This design comes from an exercise in tuning for small area, a short achievable clock period and few clock cycles per item on the open sky130 flow, not from production work. Where RTL was checked, it was by simulation tests only, not by an equivalence proof against the original.

==> inputs of run X <==
## aud_ima_adpcm_stream_decoder_unit
module aud_ima_adpcm_stream_decoder_unit (
  input  wire logic        clk,
  input  wire logic        rst,
  input  wire logic        s_axis_tvalid,
  output logic             s_axis_tready,
  input  wire logic [7:0]  s_axis_tdata,    
  input  wire logic        s_axis_tlast,    
  output logic             m_axis_tvalid,
  input  wire logic        m_axis_tready,
  output logic [31:0]      m_axis_tdata,    
  output logic             m_axis_tlast     
);
export LEC_CHECK = 0
export CAP_MARGIN = 70
export CORE_MARGIN = 2
export CORE_UTILIZATION = 40
export SETUP_SLACK_MARGIN = 5
export SLEW_MARGIN = 70
create_clock -name core_clock -period 11.0 [get_ports {clk}]
standard.sh (not shown) runs the stock make flow with config.mk's settings and CLKGATE_MAP_FILE= SYNTH_SCRIPT=/design/flow/synth_recipe.tcl, a recipe that flattens the netlist after the stock synthesis.
==> flow/flow/run.sh <==
#!/bin/bash
set -euo pipefail
bash standard.sh SETUP_SLACK_MARGIN=7 \
  CTS_ARGS="-sink_clustering_enable -repair_clock_nets -dont_use_dummy_load" \
  finish > make_finish.log 2>&1
==> run R (differences from run X) <==
--- a/flow/design.v
+++ b/flow/design.v
@@ -60,68 +60,64 @@
   input  wire logic               clk,
   input  wire logic               rst,
   input  wire logic               adv,        
   input  wire logic               push,       
   input  wire logic [7:0]         push_byte,
   input  wire logic               push_last,  
   input  wire logic               emit,       
   input  wire logic               ld_idx,     
-  input  wire logic               ld_pred,    
-  input  wire logic [15:0]        pred_in,
+  input  wire logic               ld_lo,      
+  input  wire logic               ld_hi,      
   input  wire logic [7:0]         byte_in,
   output logic                    room,       
   output logic                    busy,       
   output logic                    out_valid,
   output logic                    out_last,
   output logic signed [15:0]      pred
 );
   logic        v1, qv1, qv2;
   logic [4:0]  e1, q1, q2;
   logic [6:0]  idx;
   logic        v2, l2, s2;
-  logic [16:0] da, db;
+  logic [15:0] da, db;
   logic        pop;
   logic [4:0]  lo, hi;
   logic [3:0]  n1;
   logic [14:0] step;
-  logic        sg;
-  logic [16:0] t0, t1, t2, t3, x, y, a, b;
+  logic [15:0] t0, t1, t2, t3, x, y, a, b;
   logic [16:0] p, fs, fc, sum;
-  logic [17:0] sum2;
   logic [6:0]  idx_n;
   logic signed [7:0] idx_sum;
   logic signed [4:0] adj;
   logic [15:0] pred_n;
   assign room = !qv1;
   assign busy = v1 || v2 || out_valid;
   assign pop  = adv && v1;
   assign lo   = {1'b0, push_byte[3:0]};
   assign hi   = {push_last, push_byte[7:4]};
   assign n1   = e1[3:0];
   aima_step_rom u_rom (.idx(idx), .step(step));
   always_comb begin
-    sg = n1[3];
-    t0 = {5'd0, step[14:3]} ^ {17{sg}};
-    t1 = (n1[0] ? {4'd0, step[14:2]} : 17'd0) ^ {17{sg}};
-    t2 = (n1[1] ? {3'd0, step[14:1]} : 17'd0) ^ {17{sg}};
-    t3 = (n1[2] ? {2'd0, step} : 17'd0) ^ {17{sg}};
+    t0 = {4'd0, step[14:3]};
+    t1 = n1[0] ? {3'd0, step[14:2]} : 16'd0;
+    t2 = n1[1] ? {2'd0, step[14:1]} : 16'd0;
+    t3 = n1[2] ? {1'd0, step} : 16'd0;
     x = t0 ^ t1 ^ t2;
-    y = {(t0[15:0] & t1[15:0]) | (t0[15:0] & t2[15:0]) | (t1[15:0] & t2[15:0]), sg};
+    y = {(t0[14:0] & t1[14:0]) | (t0[14:0] & t2[14:0]) | (t1[14:0] & t2[14:0]), 1'b0};
     a = x ^ y ^ t3;
-    b = {(x[15:0] & y[15:0]) | (x[15:0] & t3[15:0]) | (y[15:0] & t3[15:0]), sg};
+    b = {(x[14:0] & y[14:0]) | (x[14:0] & t3[14:0]) | (y[14:0] & t3[14:0]), 1'b0};
   end
   always_comb begin
-    p   = {pred[15], pred};
-    fs  = p ^ da ^ db;
-    fc  = {(p[15:0] & da[15:0]) | (p[15:0] & db[15:0]) | (da[15:0] & db[15:0]), s2};
-    sum2 = {fs, 1'b1} + {fc, s2};
-    sum  = sum2[17:1];
+    p   = {pred[15], pred} ^ {17{s2}};
+    fs  = p ^ {1'b0, da} ^ {1'b0, db};
+    fc  = {(p[15:0] & da) | (p[15:0] & db) | (da & db), 1'b0};
+    sum = fs + fc;
     if (sum[16] != sum[15]) pred_n = s2 ? 16'h8000 : 16'h7FFF;
-    else                    pred_n = sum[15:0];
+    else                    pred_n = sum[15:0] ^ {16{s2}};
   end
   always_comb begin
     adj = aima_pkg::index_adjust(n1[2:0]);
     idx_sum = $signed({1'b0, idx}) + 8'(adj);
     if (idx_sum < 8'sd0)                                     idx_n = 7'd0;
     else if (idx_sum > $signed({1'b0, aima_pkg::MAX_INDEX})) idx_n = aima_pkg::MAX_INDEX;
     else                                                     idx_n = idx_sum[6:0];
   end
@@ -157,17 +153,20 @@
       da <= a;
       db <= b;
       s2 <= n1[3];
       l2 <= e1[4];
       if (emit)    out_last <= 1'b1;
       else if (v2) out_last <= l2;
     end
     if (adv && v2) pred <= pred_n;
-    else if (ld_pred) pred <= pred_in;
+    else begin
+      if (ld_lo) pred[7:0]  <= byte_in;
+      if (ld_hi) pred[15:8] <= byte_in;
+    end
     if (ld_idx) idx <= (byte_in > {1'b0, aima_pkg::MAX_INDEX}) ? aima_pkg::MAX_INDEX
                                                                : byte_in[6:0];
     else if (pop) idx <= idx_n;
   end
 endmodule
 `default_nettype wire
 module aima_step_rom(idx, step);
   input [6:0] idx;
@@ -735,19 +734,19 @@
   input  wire logic               room,
   input  wire logic               busy,
   output logic [15:0]             rate,
   output logic                    push,
   output logic [7:0]              push_byte,
   output logic                    push_last,
   output logic                    emit,
   output logic                    ld_idx,
-  output logic                    ld_pred,
-  output logic [7:0]              hbyte,
-  output logic [15:0]             hpair       
+  output logic                    ld_lo,
+  output logic                    ld_hi,
+  output logic [7:0]              hbyte
 );
   logic [3:0][7:0] h;        
   logic        bv;           
   logic        blast;        
   logic [15:0] cand;         
   logic [1:0]  mode;
   logic [3:0]  bpos;
   logic [15:0] left;
@@ -768,32 +767,32 @@
   always_comb begin
     if (mh[1])      k = 3'd1;
     else if (mh[2]) k = 3'd2;
     else if (mh[3]) k = 3'd3;
     else            k = 3'd4;
   end
   assign rb    = h[rp];
   assign hbyte = h[0];
-  assign hpair = {h[0], h[1]};
   assign hdr   = mode == aima_pkg::MODE_FILE_HDR;
   always_comb begin
     unique case (mode)
-      aima_pkg::MODE_FILE_HDR: act = bv && (bpos != 4'd3 || !busy);
+      aima_pkg::MODE_FILE_HDR: act = bv && (bpos != 4'd0 || !busy);
       aima_pkg::MODE_DATA:     act = bv && room && !rpl;
       default:                 act = bv;
     endcase
   end
   assign dec_byte  = room && (rpl || (act && mode == aima_pkg::MODE_DATA));
   assign push      = dec_byte;
   assign push_byte = rb;
   assign push_last = last_byte;
   assign last_byte = (left == 16'd1) || !rpl || rp == 2'd0;
   assign ld_idx  = act && hdr && bpos == 4'd8;
-  assign ld_pred = act && hdr && bpos == 4'd7;
+  assign ld_lo   = act && hdr && bpos == 4'd6;
+  assign ld_hi   = act && hdr && bpos == 4'd7;
   assign emit    = act && hdr && bpos == 4'd11;
   always_comb begin
     mode_n = mode;
     bpos_n = bpos;
     rpl_n  = rpl;
     mh_n   = mh;
     if (act) begin
       mh_n = {mh[3:1], match};
@@ -837,30 +836,30 @@
       if (blast) begin
         mode_n = aima_pkg::MODE_FILE_HDR; bpos_n = 4'd0;
       end
     end
   end
   always_comb begin
     bv_n = take || (bv && !act);
     unique case (mode_n)
-      aima_pkg::MODE_FILE_HDR:  uncond_n = bpos_n != 4'd3;
+      aima_pkg::MODE_FILE_HDR:  uncond_n = bpos_n != 4'd0;
       aima_pkg::MODE_CHUNK_HDR: uncond_n = !(bpos_n == 4'd7 && (|mh_n));
       aima_pkg::MODE_SCAN:      uncond_n = 1'b1;
       default:                  uncond_n = 1'b0;
     endcase
   end
   always_ff @(posedge clk) begin
     if (rst) begin
       mode     <= aima_pkg::MODE_FILE_HDR;
       bpos     <= 4'd0;
       bv       <= 1'b0;
       rpl      <= 1'b0;
       rp       <= 2'd0;
-      in_ready <= 1'b1;
+      in_ready <= 1'b0;
     end else begin
       mode     <= mode_n;
       bpos     <= bpos_n;
       bv       <= bv_n;
       rpl      <= rpl_n;
       in_ready <= !rpl_n && (!bv_n || uncond_n);
       if (act && mode == aima_pkg::MODE_CHUNK_HDR && bpos == 4'd7 && !match && prior &&
           left != 16'd0)
@@ -871,17 +870,18 @@
   end
   always_ff @(posedge clk) begin
     if (take) begin
       h     <= {h[2:0], in_byte};
       blast <= in_end;
       if (in_byte == 8'hAF) cand <= {h[2], h[3]};
     end
     if (act) mh <= mh_n[4:1];
-    if (act && hdr && bpos == 4'd3) rate <= {h[2], h[3]};
+    if (act && hdr && bpos == 4'd0) rate[7:0]  <= h[0];
+    if (act && hdr && bpos == 4'd1) rate[15:8] <= h[0];
     if (act && (mode == aima_pkg::MODE_CHUNK_HDR || mode == aima_pkg::MODE_SCAN) && match)
       left <= cand;
     else if (dec_byte) left <= left - 16'd1;
   end
 endmodule
 `default_nettype wire
 `default_nettype none
 module aud_ima_adpcm_stream_decoder_unit (
@@ -891,31 +891,30 @@
   output logic             s_axis_tready,
   input  wire logic [7:0]  s_axis_tdata,    
   input  wire logic        s_axis_tlast,    
   output logic             m_axis_tvalid,
   input  wire logic        m_axis_tready,
   output logic [31:0]      m_axis_tdata,    
   output logic             m_axis_tlast     
 );
-  logic        adv, room, busy, push, push_last, emit, ld_idx, ld_pred;
+  logic        adv, room, busy, push, push_last, emit, ld_idx, ld_lo, ld_hi;
   logic [7:0]  push_byte, hbyte;
-  logic [15:0] hpair;
   logic [15:0] rate;
   logic signed [15:0] pred;
   assign adv = !m_axis_tvalid || m_axis_tready;
   aima_control u_ctrl (
     .clk(clk), .rst(rst),
     .in_valid(s_axis_tvalid), .in_ready(s_axis_tready),
     .in_byte(s_axis_tdata), .in_end(s_axis_tlast),
     .room(room), .busy(busy), .rate(rate),
     .push(push), .push_byte(push_byte), .push_last(push_last), .emit(emit),
-    .ld_idx(ld_idx), .ld_pred(ld_pred), .hbyte(hbyte), .hpair(hpair)
+    .ld_idx(ld_idx), .ld_lo(ld_lo), .ld_hi(ld_hi), .hbyte(hbyte)
   );
   aima_datapath u_dp (
     .clk(clk), .rst(rst), .adv(adv), .push(push), .push_byte(push_byte),
-    .push_last(push_last), .emit(emit), .ld_idx(ld_idx), .ld_pred(ld_pred),
-    .pred_in(hpair), .byte_in(hbyte), .room(room), .busy(busy),
+    .push_last(push_last), .emit(emit), .ld_idx(ld_idx), .ld_lo(ld_lo),
+    .ld_hi(ld_hi), .byte_in(hbyte), .room(room), .busy(busy),
     .out_valid(m_axis_tvalid), .out_last(m_axis_tlast), .pred(pred)
   );
   assign m_axis_tdata = {rate, pred};
 endmodule
 `default_nettype wire
==> flow/flow/run.sh (replaced) <==
#!/bin/bash
set -euo pipefail
bash standard.sh SETUP_SLACK_MARGIN=7.5 finish > make_finish.log 2>&1
==> run H (differences from run X) <==
==> flow/flow/run.sh (replaced) <==
#!/bin/bash
set -euo pipefail
bash standard.sh SETUP_SLACK_MARGIN=7.5 finish > make_finish.log 2>&1
==> flow_metrics.tcl <==
set metrics [dict create \
    status "no timing/DRC/antenna violations" \
    regToRegStartpoint "u_dp.pred[3]" \
    multi_input_area_share_pct 46.2 \
    synth-simple-area-share_pct 18.2 \
    slowest_delay_ps 430 \
    grt_pass1_wl_um 50100 \
    grt_max_degree 35 \
    synth-compound-area-share_pct 15.8 \
    hold_start "u_dp.e1[4]" \
    reg2reg_depth 14 \
    critical_path_class "flip-flop to output pin" \
    cp_max_fo 2 \
]
# the run above: run H

==> flow_metrics.tcl <==
set metrics [dict create \
    hold_start "u_dp.e1[3]" \
    regToRegStartpoint "u_dp.s2" \
    synth-simple-area-share_pct 14.8 \
    synth-compound-area-share_pct 15.5 \
    status "no timing/DRC/antenna violations" \
    critical_path_class "flip-flop to flip-flop" \
    cp_max_fo 8 \
    reg2reg_depth 18 \
]
# the run above: run R

==> flow_metrics.tcl <==
set metrics [dict create \
    slowest_delay_ps 500 \
    hold_start "u_dp.e1[4]" \
    grt_max_degree 39 \
    status "no timing/DRC/antenna violations" \
    critical_path_class "flip-flop to flip-flop" \
    reg2reg_depth 12 \
]
# the run above: run X

Testbench counts of run X, summed over its fixed seeds: cycles 33,056, samples 31,880.
Testbench counts of run H, summed over its fixed seeds: cycles 33,056, samples 31,880.
Function not checked in run R: the RTL went through the layout flow alone.

## what the ideal ports hide
The results above use ideal ports. As a check the final layouts listed here were re-extracted and re-timed, cells and wires unchanged.
Step 1 assumes that a clkbuf_16 drives the clock port and a buf_2 every other input.
Step 2 times the ports against the registers' clock, not the clock port: input delays grow and output delays shrink by t, the midpoint of the rising clock arrivals with the driver on.
Three values: ideal ports, drivers, drivers and shift; two values: the first two.
run | t (ns) | setup slack, ns | clock arrival spread, ns | slew at the worst register clock pin (ns) | worst slew at a driven data input, ns
run X | 0.463 | 7.154 / 7.154 / 6.717 | 0.036 / 0.036 | 0.08 / 0.08 | 0.05
run R | 0.477 | 6.836 / 6.836 / 6.836 | 0.017 / 0.018 | 0.08 / 0.08 | 0.03
run H | 0.472 | 7.445 / 7.400 / 7.126 | 0.014 / 0.014 | 0.08 / 0.08 | 0.04
After both steps every run listed still meets setup and hold. The setup slack of run X, which loses most, moves by 0.000 ns with the drivers and by -0.437 ns with both steps.
